Context: an optimization exercise on an open-source flow, tuned for small area, a short achievable clock period and few clock cycles. The choices shown serve that exercise and are no tape-out recipe.
Function was checked by simulation only, so behaviour that the tests miss may differ from the original.
Power is estimated from default activity; no workload was simulated.

==> flow/design.v <==
`timescale 1ns/1ns
module equity_regs
(
	input  logic                        clock,
	input  logic                        rst_n,
	input  logic                        awvalid,
	output logic                        awready,
	input  logic [5-1:0]          awaddr,
	input  logic                        wvalid,
	output logic                        wready,
	input  logic [32-1:0]          wdata,
	output logic                        bvalid,
	input  logic                        bready,
	output logic [1:0]                  bresp,
	input  logic                        arvalid,
	output logic                        arready,
	input  logic [5-1:0]          araddr,
	output logic                        rvalid,
	input  logic                        rready,
	output logic [32-1:0]          rdata,
	output logic [1:0]                  rresp,
	input  logic                        done,
	input  logic                        cfg_error,
	input  logic [16-1:0]           win_count,
	input  logic [16-1:0]           tie_count,
	input  logic [16-1:0]           loss_count,
	input  logic [16-1:0]           board_count,
	output logic                        start,
	output logic [12*2-1:0]    hole,  
	output logic [17:0]                 flop
);
	localparam logic [1:0] RESP_OKAY   = 2'b00;
	localparam logic [1:0] RESP_SLVERR = 2'b10;
	localparam logic [2:0] IDX_CTRL   = 3'(5'h00 >> 2);
	localparam logic [2:0] IDX_STATUS = 3'(5'h04 >> 2);
	localparam logic [2:0] IDX_HOLE   = 3'(5'h08 >> 2);
	localparam logic [2:0] IDX_FLOP   = 3'(5'h0C >> 2);
	localparam logic [2:0] IDX_WIN    = 3'(5'h10 >> 2);
	localparam logic [2:0] IDX_TIE    = 3'(5'h14 >> 2);
	localparam logic [2:0] IDX_LOSS   = 3'(5'h18 >> 2);
	localparam logic [2:0] IDX_BOARDS = 3'(5'h1C >> 2);
	logic [32-1:0] hole_q;
	logic [32-1:0] flop_q;
	logic               busy;
	logic               done_flag;
	logic               err_flag;
	logic               wr_hs;  
	logic               wr_ok;
	logic               rd_hs;
	logic               rd_ok;
	logic [2:0]         wr_idx;
	logic [2:0]         rd_idx;
	logic [32-1:0] rd_word;
	assign wr_hs   = awvalid && wvalid && !bvalid;
	assign awready = wr_hs;
	assign wready  = wr_hs;
	assign arready = !rvalid;  
	assign rd_hs   = arvalid && arready;
	assign wr_idx = awaddr[5-1:2];
	assign rd_idx = araddr[5-1:2];
	assign rd_ok  = araddr[1:0] == 2'b00;  
	assign wr_ok = awaddr[1:0] == 2'b00 && !busy
		&& (wr_idx == IDX_CTRL || wr_idx == IDX_HOLE || wr_idx == IDX_FLOP);
	for (genvar i = 0; i < 2*2; i++)
	begin : g_hole
		assign hole[6*i +: 6] = hole_q[8*i +: 6];
	end
	for (genvar i = 0; i < 3; i++)
	begin : g_flop
		assign flop[6*i +: 6] = flop_q[8*i +: 6];  
	end
	always_ff @(posedge clock)
	begin
		if (!rst_n)
		begin
			bvalid    <= 1'b0;
			rvalid    <= 1'b0;
			start     <= 1'b0;
			busy      <= 1'b0;
			done_flag <= 1'b0;
			err_flag  <= 1'b0;
		end
		else
		begin
			start <= 1'b0;
			if (wr_hs)
				bvalid <= 1'b1;
			else if (bready)
				bvalid <= 1'b0;
			if (rd_hs)
				rvalid <= 1'b1;
			else if (rready)
				rvalid <= 1'b0;
			if (wr_hs && wr_ok && wr_idx == IDX_CTRL && wdata[0])
			begin
				start     <= 1'b1;  
				busy      <= 1'b1;
				done_flag <= 1'b0;
				err_flag  <= 1'b0;
			end
			else
			begin
				if (done)
					busy <= 1'b0;
				done_flag <= done_flag || done;
				if (!start)
					err_flag <= err_flag || cfg_error;  
			end
		end
	end
	always_ff @(posedge clock)
	begin
		if (wr_hs)
			bresp <= wr_ok ? RESP_OKAY : RESP_SLVERR;
		if (wr_hs && wr_ok && wr_idx == IDX_HOLE)
			hole_q <= wdata;
		if (wr_hs && wr_ok && wr_idx == IDX_FLOP)
			flop_q <= wdata;
		if (rd_hs)
		begin
			rdata <= rd_word;
			rresp <= rd_ok ? RESP_OKAY : RESP_SLVERR;
		end
	end
	always_comb
	begin
		rd_word = '0;
		if (rd_ok)
			case (rd_idx)
				IDX_STATUS: rd_word = 32'({err_flag, done_flag, busy});
				IDX_HOLE:   rd_word = hole_q;
				IDX_FLOP:   rd_word = flop_q;
				IDX_WIN:    rd_word = 32'(win_count);
				IDX_TIE:    rd_word = 32'(tie_count);
				IDX_LOSS:   rd_word = 32'(loss_count);
				IDX_BOARDS: rd_word = 32'(board_count);
				default:    rd_word = '0;
			endcase
	end
endmodule
`timescale 1ns/1ns
module board_enumerator
(
	input  logic                         clock,
	input  logic                         rst_n,
	input  logic                         start,
	input  logic [12*2-1:0]     hole,
	input  logic [17:0]                  flop,
	output logic                         board_valid,
	output logic [5:0]                   turn,
	output logic [5:0]                   river,
	output logic                         enum_last,  
	output logic                         cfg_error
);
	localparam int N_KNOWN  = 2*2 + 3;
	localparam int LAST_IDX = 52 - 1;
	logic [6*N_KNOWN-1:0]  known;
	logic [52-1:0] known_mask;
	logic [52-1:0] used;  
	logic                  bad_cfg;
	logic                  running;
	logic [5:0]            t_idx;
	logic [5:0]            r_idx;
	logic                  row_end;
	logic                  final_step;
	function automatic logic [5:0] idx_to_card(input logic [5:0] idx);
		idx_to_card = {2'(idx / 13), 4'(idx % 13)};
	endfunction
	assign known = {flop, hole};
	always_comb
	begin
		known_mask = '0;
		bad_cfg    = 1'b0;
		for (int i = 0; i < N_KNOWN; i++)
		begin
			if (known[6*i +: 4] > 4'(13 - 1))
				bad_cfg = 1'b1;
			else
				known_mask[6'(known[6*i+4 +: 2] * 13 + known[6*i +: 4])] = 1'b1;
			for (int j = i + 1; j < N_KNOWN; j++)
				if (known[6*i +: 6] == known[6*j +: 6])
					bad_cfg = 1'b1;
		end
	end
	assign row_end    = used[t_idx] || r_idx == 6'(LAST_IDX);  
	assign final_step = t_idx == 6'(LAST_IDX - 1);  
	always_ff @(posedge clock)
	begin
		if (!rst_n)
		begin
			running     <= 1'b0;
			cfg_error   <= 1'b0;
			board_valid <= 1'b0;
			enum_last   <= 1'b0;
			t_idx       <= '0;
			r_idx       <= '0;
		end
		else if (start)
		begin
			cfg_error   <= bad_cfg;
			running     <= !bad_cfg;  
			board_valid <= 1'b0;
			enum_last   <= 1'b0;
			t_idx       <= 6'd0;
			r_idx       <= 6'd1;
		end
		else
		begin
			board_valid <= running && !used[t_idx] && !used[r_idx];
			enum_last   <= running && final_step;
			if (running)
			begin
				if (final_step)
					running <= 1'b0;
				else if (row_end)
				begin
					t_idx <= t_idx + 6'd1;
					r_idx <= t_idx + 6'd2;
				end
				else
					r_idx <= r_idx + 6'd1;
			end
		end
	end
	always_ff @(posedge clock)
	begin
		if (start)
			used <= known_mask;
		turn  <= idx_to_card(t_idx);
		river <= idx_to_card(r_idx);
	end
endmodule
`timescale 1ns/1ns
module hand_ranker
(
	input  logic        clock,
	input  logic        rst_n,
	input  logic [11:0] hole_pair,
	input  logic [17:0] flop,
	input  logic [5:0]  turn,
	input  logic [5:0]  river,
	input  logic        board_valid,
	output logic [6:0]  strength
);
	localparam logic [2:0] CAT_HIGH       = 3'd0;
	localparam logic [2:0] CAT_PAIR       = 3'd1;
	localparam logic [2:0] CAT_TWO_PAIR   = 3'd2;
	localparam logic [2:0] CAT_TRIPS      = 3'd3;
	localparam logic [2:0] CAT_STRAIGHT   = 3'd4;
	localparam logic [2:0] CAT_FLUSH      = 3'd5;
	localparam logic [2:0] CAT_FULL_HOUSE = 3'd6;
	localparam logic [2:0] CAT_QUADS      = 3'd7;
	localparam logic [3:0] RANK_FIVE      = 4'd3;  
	logic [41:0]         cards;
	logic [2:0]          hist [13];  
	logic [2:0]          suit_cnt [4];
	logic [13-1:0] present;
	logic [13-1:0] flush_mask;  
	logic [1:0]          flush_suit;
	logic                flush;
	logic                has_quad;
	logic                has_trip;
	logic                has_trip2;
	logic                has_pair;
	logic                has_pair2;
	logic                straight;
	logic [3:0]          quad_r;
	logic [3:0]          trip_r;
	logic [3:0]          pair_r;
	logic [3:0]          straight_r;
	logic [3:0]          high_r;
	logic [3:0]          flush_r;
	logic [6:0]          next_strength;
	assign cards = {river, turn, flop, hole_pair};
	always_comb
	begin
		for (int r = 0; r < 13; r++)
			hist[r] = 3'd0;
		for (int s = 0; s < 4; s++)
			suit_cnt[s] = 3'd0;
		present = '0;
		for (int i = 0; i < 7; i++)
		begin
			hist[cards[6*i +: 4]]       = hist[cards[6*i +: 4]] + 3'd1;
			suit_cnt[cards[6*i+4 +: 2]] = suit_cnt[cards[6*i+4 +: 2]] + 3'd1;
			present[cards[6*i +: 4]]    = 1'b1;
		end
	end
	always_comb
	begin
		flush      = 1'b0;
		flush_suit = '0;
		flush_mask = '0;
		for (int s = 0; s < 4; s++)
			if (suit_cnt[s] >= 3'd5)
			begin
				flush      = 1'b1;
				flush_suit = 2'(s);
			end
		for (int i = 0; i < 7; i++)
			if (cards[6*i+4 +: 2] == flush_suit)
				flush_mask[cards[6*i +: 4]] = 1'b1;
	end
	always_comb
	begin
		has_quad   = 1'b0;
		has_trip   = 1'b0;
		has_trip2  = 1'b0;
		has_pair   = 1'b0;
		has_pair2  = 1'b0;
		straight   = 1'b0;
		quad_r     = '0;
		trip_r     = '0;
		pair_r     = '0;
		straight_r = '0;
		high_r     = '0;
		flush_r    = '0;
		for (int r = 0; r < 13; r++)
		begin
			if (present[r])
				high_r = 4'(r);
			if (flush_mask[r])
				flush_r = 4'(r);
			case (hist[r])
				3'd4:
				begin
					has_quad = 1'b1;
					quad_r   = 4'(r);
				end
				3'd3:
				begin
					has_trip2 = has_trip;  
					has_trip  = 1'b1;
					trip_r    = 4'(r);
				end
				3'd2:
				begin
					has_pair2 = has_pair;
					has_pair  = 1'b1;
					pair_r    = 4'(r);
				end
				default: ;
			endcase
		end
		if (present[13-1] && &present[3:0])
		begin
			straight   = 1'b1;  
			straight_r = RANK_FIVE;
		end
		for (int t = 4; t < 13; t++)
			if (&present[t -: 5])
			begin
				straight   = 1'b1;
				straight_r = 4'(t);
			end
	end
	always_comb
	begin
		if (has_quad)
			next_strength = {CAT_QUADS, quad_r};
		else if (has_trip && (has_pair || has_trip2))
			next_strength = {CAT_FULL_HOUSE, trip_r};
		else if (flush)
			next_strength = {CAT_FLUSH, flush_r};
		else if (straight)
			next_strength = {CAT_STRAIGHT, straight_r};
		else if (has_trip)
			next_strength = {CAT_TRIPS, trip_r};
		else if (has_pair2)
			next_strength = {CAT_TWO_PAIR, pair_r};  
		else if (has_pair)
			next_strength = {CAT_PAIR, pair_r};
		else
			next_strength = {CAT_HIGH, high_r};
	end
	always_ff @(posedge clock)
	begin
		if (!rst_n)
			strength <= '0;
		else if (board_valid)
			strength <= next_strength;  
	end
endmodule
`timescale 1ns/1ns
module outcome_tally
(
	input  logic                          clock,
	input  logic                          rst_n,
	input  logic                          start,
	input  logic [7*2-1:0]      strength,  
	input  logic                          score_valid,  
	input  logic                          enum_last,
	input  logic                          cfg_error,
	output logic [16-1:0]             win_count,
	output logic [16-1:0]             tie_count,
	output logic [16-1:0]             loss_count,
	output logic [16-1:0]             board_count,
	output logic                          done
);
	logic       last_d;  
	logic       done_q;
	logic       err_seen;
	logic [6:0] p1;
	logic [6:0] p2;
	assign p1 = strength[6:0];
	assign p2 = strength[13:7];
	always_ff @(posedge clock)
	begin
		if (!rst_n)
		begin
			last_d      <= 1'b0;
			done_q      <= 1'b0;
			err_seen    <= 1'b0;
			win_count   <= '0;
			tie_count   <= '0;
			loss_count  <= '0;
			board_count <= '0;
		end
		else
		begin
			last_d   <= enum_last && !start;
			done_q   <= last_d;  
			err_seen <= start ? 1'b0 : cfg_error;
			if (start)
			begin
				win_count   <= '0;
				tie_count   <= '0;
				loss_count  <= '0;
				board_count <= '0;
			end
			else if (score_valid)
			begin
				board_count <= board_count + 1'b1;
				if (p1 > p2)
					win_count <= win_count + 1'b1;
				else if (p1 == p2)
					tie_count <= tie_count + 1'b1;  
				else
					loss_count <= loss_count + 1'b1;
			end
		end
	end
	assign done = done_q || (cfg_error && !err_seen);
endmodule
`timescale 1ns/1ns
module equity_top
(
	input  logic               clock,
	input  logic               rst_n,
	input  logic               awvalid,
	output logic               awready,
	input  logic [5-1:0] awaddr,
	input  logic               wvalid,
	output logic               wready,
	input  logic [32-1:0] wdata,
	output logic               bvalid,
	input  logic               bready,
	output logic [1:0]         bresp,
	input  logic               arvalid,
	output logic               arready,
	input  logic [5-1:0] araddr,
	output logic               rvalid,
	input  logic               rready,
	output logic [32-1:0] rdata,
	output logic [1:0]         rresp
);
	logic                       start;
	logic                       done;
	logic                       cfg_error;
	logic                       board_valid;
	logic                       score_valid;
	logic                       enum_last;
	logic [12*2-1:0]   hole;
	logic [17:0]                flop;
	logic [5:0]                 turn;
	logic [5:0]                 river;
	logic [7*2-1:0]    strength;
	logic [16-1:0]          win_count;
	logic [16-1:0]          tie_count;
	logic [16-1:0]          loss_count;
	logic [16-1:0]          board_count;
	equity_regs i_regs (.*);  
	board_enumerator i_enum
	(
		.clock       (clock),
		.rst_n       (rst_n),
		.start       (start),
		.hole        (hole),
		.flop        (flop),
		.board_valid (board_valid),
		.turn        (turn),
		.river       (river),
		.enum_last   (enum_last),
		.cfg_error   (cfg_error)
	);
	for (genvar p = 0; p < 2; p++)
	begin : g_rank
		hand_ranker i_ranker
		(
			.clock       (clock),
			.rst_n       (rst_n),
			.hole_pair   (hole[12*p +: 12]),
			.flop        (flop),
			.turn        (turn),
			.river       (river),
			.board_valid (board_valid),
			.strength    (strength[7*p +: 7])
		);
	end
	always_ff @(posedge clock)
	begin
		if (!rst_n)
			score_valid <= 1'b0;
		else
			score_valid <= board_valid;
	end
	outcome_tally i_tally (.*);
endmodule
==> flow/run.sh <==
#!/bin/bash
# synth_recipe.tcl (not shown) runs the flow's synth.tcl, then flattens the netlist and writes it again
# the make line also repeats each setting of config.mk as NAME=value (left out here)
make -C /OpenROAD-flow-scripts/flow DESIGN_CONFIG=/design/flow/config.mk WORK_HOME=/design/flow/orfs CLKGATE_MAP_FILE= SYNTH_SCRIPT=/design/flow/synth_recipe.tcl finish
==> flow/config.mk <==
export PLATFORM = sky130hd
export DESIGN_NAME = equity_top
export DESIGN_NICKNAME = equity_top
export VERILOG_FILES = /design/flow/design.v
export SDC_FILE = /design/flow/constraint.sdc
export NUM_CORES = 4
export LEC_CHECK = 0
export CAP_MARGIN = 20
export CORE_MARGIN = 2
export CORE_UTILIZATION = 30
export SLEW_MARGIN = 20
==> flow/constraint.sdc <==
create_clock -name core_clock -period 12.5 [get_ports {clock}]
set_input_delay 2.5000 -clock core_clock [delete_from_list [all_inputs] [get_ports {clock}]]
set_output_delay 2.5000 -clock core_clock [all_outputs]
set_load 0.01 [all_outputs]
==> summary.txt <==
==> sequential cells by signal, indices dropped and copies added (netlist names), 6 cells and up <==
signal and cells:
i_enum.t_idx 6, i_tally.loss_count 16, i_enum.r_idx 6, i_enum.turn 6, i_regs.rdata 32, i_regs.hole_q 32, i_tally.win_count 16, i_enum.used 52
i_regs.flop_q 32, i_tally.board_count 16, i_enum.river 6, g_rank.i_ranker.strength 14, i_tally.tie_count 16
==> cells in the final DEF, fill, tap and decap left out, types with 42 or more instances in the layout <==
master / netlist / final
xnor2_1: 163 / 162
o211ai_1: 74 / 74
dfxtp_1: 116 / 115
nor2_1: 638 / 636
a21oi_1: 347 / 344
o31ai_1: 51 / 50
o21ai_0: 280 / 278
nand4_1: 94 / 94
nor4_1: 57 / 56
nand3b_1: 60 / 60
edfxtp_1: 150 / 150
o221ai_1: 43 / 43
mux2i_1: 93 / 89
nand3_1: 246 / 246
buf_4: 10 / 423
and3_1: 92 / 92
mux2_2: 42 / 42
ha_1: 192 / 188
clkdlybuf4s50_1: 0 / 85
and2_1: 91 / 91
o22ai_1: 128 / 128
a22oi_1: 121 / 119
xor2_1: 132 / 131
or3_1: 46 / 46
nor3_1: 183 / 181
nand2_1: 640 / 639
a31oi_1: 86 / 85
a211oi_1: 91 / 91
nand2b_1: 66 / 66
inv_1: 202 / 200
a221oi_1: 62 / 61
nor2b_1: 79 / 78
==> power by group through the flow <==
stage,Sequential [W],Clock [W],Combinational (W)
3_3_place_gp,0.000950,0,0.000132
5_1_grt,0.000931,0.00105,0.000142
2_1_floorplan,0.000953,0,0.0000606
4_1_cts,0.000931,0.00102,0.000133
6_report,0.000931,0.000998,0.000134
3_5_place_dp,0.000950,0,0.000132
==> metrics by stage <==
| step | total power (W) | worst slack (ns) | TNS, ns | cell area [um^2] |
|---|---|---|---|---|
| after global routing | 0.00212 | -0.0489 | -0.0489 | 48200 |
| after floorplan | 0.00101 | 0.385 | 0 | 42100 |
| after CTS | 0.00208 | 0.336 | 0 | 47900 |
| after global placement | 0.00108 | 0.514 | 0 | 46800 |
| after detailed placement | 0.00108 | 0.401 | 0 | 46800 |
| final | 0.00206 | 0.445 | 0 | 48200 |
==> final timing paths <==
path                           from                        endpoint  slack, ns  cells past startpoint
setup reg to reg  i_regs.hole_q[25]  g_rank[1].i_ranker.strength[1]       0.44                     55
hold / removal       i_tally.last_d                  i_tally.done_q       0.43                      1
setup / recovery  i_regs.hole_q[25]  g_rank[1].i_ranker.strength[1]       0.44                     55
hold reg to reg      i_tally.last_d                  i_tally.done_q       0.43                      1
==> critical path, delay by kind of cell (launching register included) <==
kind / cells / cell delay (ns)
compound gates: 30 / 5.17
simple gates: 12 / 2.95
fa+ha+maj: 7 / 2.21
buf+inv: 5 / 0.86
flops: 1 / 0.45
mux: 1 / 0.21
==> metal layers <==
| layer | global-route usage (%) | vias to the layer above | wire length [um] |
|---|---|---|---|
| met3 | 8.21 | 1000 | 27000 |
| met5 | 0 | - | 93 |
| li1 | - | 22500 | - |
| met4 | 20.8 | 12 | 19500 |
| met2 | 52.2 | 3578 | 108000 |
| met1 | 41.9 | 25100 | 97000 |
==> cell type report <==
cell class | instances | share of cell area, %
Antenna cell | 6 | 0.0311
Clock buffer | 39 | 1.87
Clock inverter | 21 | 0.400
Inverter | 211 | 1.64
Multi-Input combinational cell | 4993 | 68.5
Sequential cell | 266 | 14.2
Tap cell | 1876 | 4.87
Timing Repair Buffer | 515 | 8.53
==> logic make-up (layout without fill, tap and decap cells) <==
group,Yosys count,in the layout
AOI/OAI and AO/OA,1809,1809
adders and majority gates,211,211
muxes,173,173
and+or+nand+nor,2500,2500
other,1,8
buffers and inverters,612,786
xor gates and xnor gates,298,298
DFF,266,266
==> what timing repair did <==
item,4_1_cts,5_1_grt
hold endpoints to repair,0,0
resized for setup,0,30
setup endpoints to repair,0,14
setup buffers,0,13
==> flow_summary_export.csv <==
group,metric,value,unit
logic_synthesis,synth_area_leaders,"edfxtp_1 (11%), ha_1 (5.7%), nand2_1 (5.7%)",
power_and_ir_drop,power_per_cell_area,42.8,nW/um^2
worst_setup_path,cp-end-kind,"flip-flop",
place,dp_cells,7846,
power_and_ir_drop,power_switching,0.000517,W
logic_synthesis,synth.distinct_cells,130,
floorplan,rows,137,
timing,tightest_slew,1.21,ns
min_path,hold_path_class,"reg -> reg",
power_and_ir_drop,combPwrFrac,6.5,%
logic_synthesis,synth_area,42100,um^2
logic_synthesis,synthCells,5870,
logic_synthesis,synthAdderAreaFrac,6.50,%
timing,hold_viol,0,
clock_network,cts_root_buf,"clkbuf_16",
logic_synthesis,synthTopCellsByCount,"nand2_1 (640), nor2_1 (638), a21oi_1 (347)",
power_and_ir_drop,p_clk_share,48.4,%
cells_and_area,nFillCells,14900,
floorplan,pin_count,90,
logic_synthesis,synthXorXnorAreaFrac,6.31,%
place,hpwlAfterDp,196000,um
floorplan,die_width,379,um
detailed_routing,first_iter_violations,7543,
timing,rsz0062_at_grt,"true",
cells_and_area,nNetsFinal,6276,
timing,clock_skew,0.0325,ns
cells_and_area,drive_above_1_share,11.9,%
logic_synthesis,synthSimpleGateAreaFrac,29.6,%
cells_and_area,area_growth,14.6,%
power_and_ir_drop,p_leak,18.1,nW
worst_setup_path,crit_path_top_delay_cell,"or4b_4",
cells_and_area,final_core_util,34.6,%
cells_and_area,multi_input_area,33000,um^2
detailed_routing,dr.pass1.iters,9,
power_and_ir_drop,intPower,0.00155,W
detailed_routing,ant_nets,0,
logic_synthesis,synth_compound_area_share,30.2,%
power_and_ir_drop,ir_drop,91.1,uV
global_routing,grt_pass1_vias,48800,
floorplan,initial_core_util,30.2,%
clock_network,cts_made_buffers,34,
cells_and_area,seq_area,6830,um^2
place,place_congestion,1.09,
logic_synthesis,synth.area.mux_share,5.31,%
clock_network,cts_tree,"done",
detailed_routing,wl_per_cell,31.8,um
global_routing,grt_usage,33.7,%
detailed_routing,vias,52200,
place,portBuffers,87,
global_routing,overflow,0,
global_routing,grt_pass1_wl,355000,um
timing,holdWs,0.431,ns
logic_synthesis,synthFlopType,"edfxtp_1",
run_status,outcome,"finished clean",
floorplan,chipHeight,379,um
clock_network,h-tree-depth,2,
worst_setup_path,cp_common_cell,"a21oi_1",
logic_synthesis,yosys_register_bits,266,
detailed_routing,wirelength,252000,um
logic_synthesis,yosysTopAreaCellShare,10.7,%
logic_synthesis,seq_area_frac_synth,16.2,%
worst_setup_path,required,12.91,ns
power_and_ir_drop,p_seq_share,45.1,%
cells_and_area,final_cells,7927,
worst_setup_path,arrival,12.46,ns
worst_setup_path,slowest_delay,0.50,ns
logic_synthesis,synth_edf_count,150,
clock_network,clk_latency,0.59,ns
logic_synthesis,ys_warn_count,7,
clock_network,ctsLongestPathBuffers,3,
clock_network,cts_sinks,266,
logic_synthesis,synth_top_family_by_area,"compound AO/OA/AOI/OAI gates",
worst_setup_path,cp_max_fo,12,
timing,drv_slew,0,
floorplan,dieArea,143000,um^2
logic_synthesis,post-synth-top-count-cell,"nand2_1",
timing,max_freq,0.0830,GHz
global_routing,antenna_found_initial,12,
power_and_ir_drop,switching_share,25.1,%
logic_synthesis,synth.avg_cell_area,7.17,um^2
worst_setup_path,critical_path_class,"reg -> reg",
global_routing,grt_max_degree,74,
worst_setup_path,start_kind,"flip-flop",
clock_network,clk_pin_slew,0.06,ns
timing,final-setup-viol-count,0,
timing,worst_slew_margin_rel,18.9,%
floorplan,fp.coreArea,139000,um^2
timing,post-route-period-util,96.4,%
job,cap_violations,0,
logic_synthesis,yosysTopAreaCell,"edfxtp_1",
clock_network,postCtsHoldBufs,0,
timing,finalCriticalPeriod,12.06,ns
detailed_routing,via_per_inst,6.59,
logic_synthesis,async_reset_ff_share,0,%
detailed_routing,drt_drc_violations_left,0,
Testbench counts, summed over its fixed seeds: cycles 112,606.

-- re-timing with driven ports --
The results above use ideal ports. As a check the final layout listed here was re-extracted and re-timed, cells and wires unchanged.
Step 1 (the two cells are an assumption about what drives the block):
set clk [get_ports {clock}]
set_driving_cell -lib_cell sky130_fd_sc_hd__clkbuf_16 $clk
set_driving_cell -lib_cell sky130_fd_sc_hd__buf_2 [delete_from_list [all_inputs] $clk]
Step 2 times the ports against the registers' clock, not the clock port: input delays grow and output delays shrink by t, the midpoint of the rising clock arrivals with the driver on.
Slacks: no drivers / after step 1 / after step 2; pairs: no drivers / after step 1.
t (ns): 0.643
setup WS [ns]: 0.445 / 0.445 / 0.445
hold WS [ns]: 0.431 / 0.431 / 0.431
worst setup path at the end: register to register
After both steps this run still meets setup and hold. For this run, drivers alone change the setup slack by 0.000 ns; drivers and shift together by 0.000 ns.
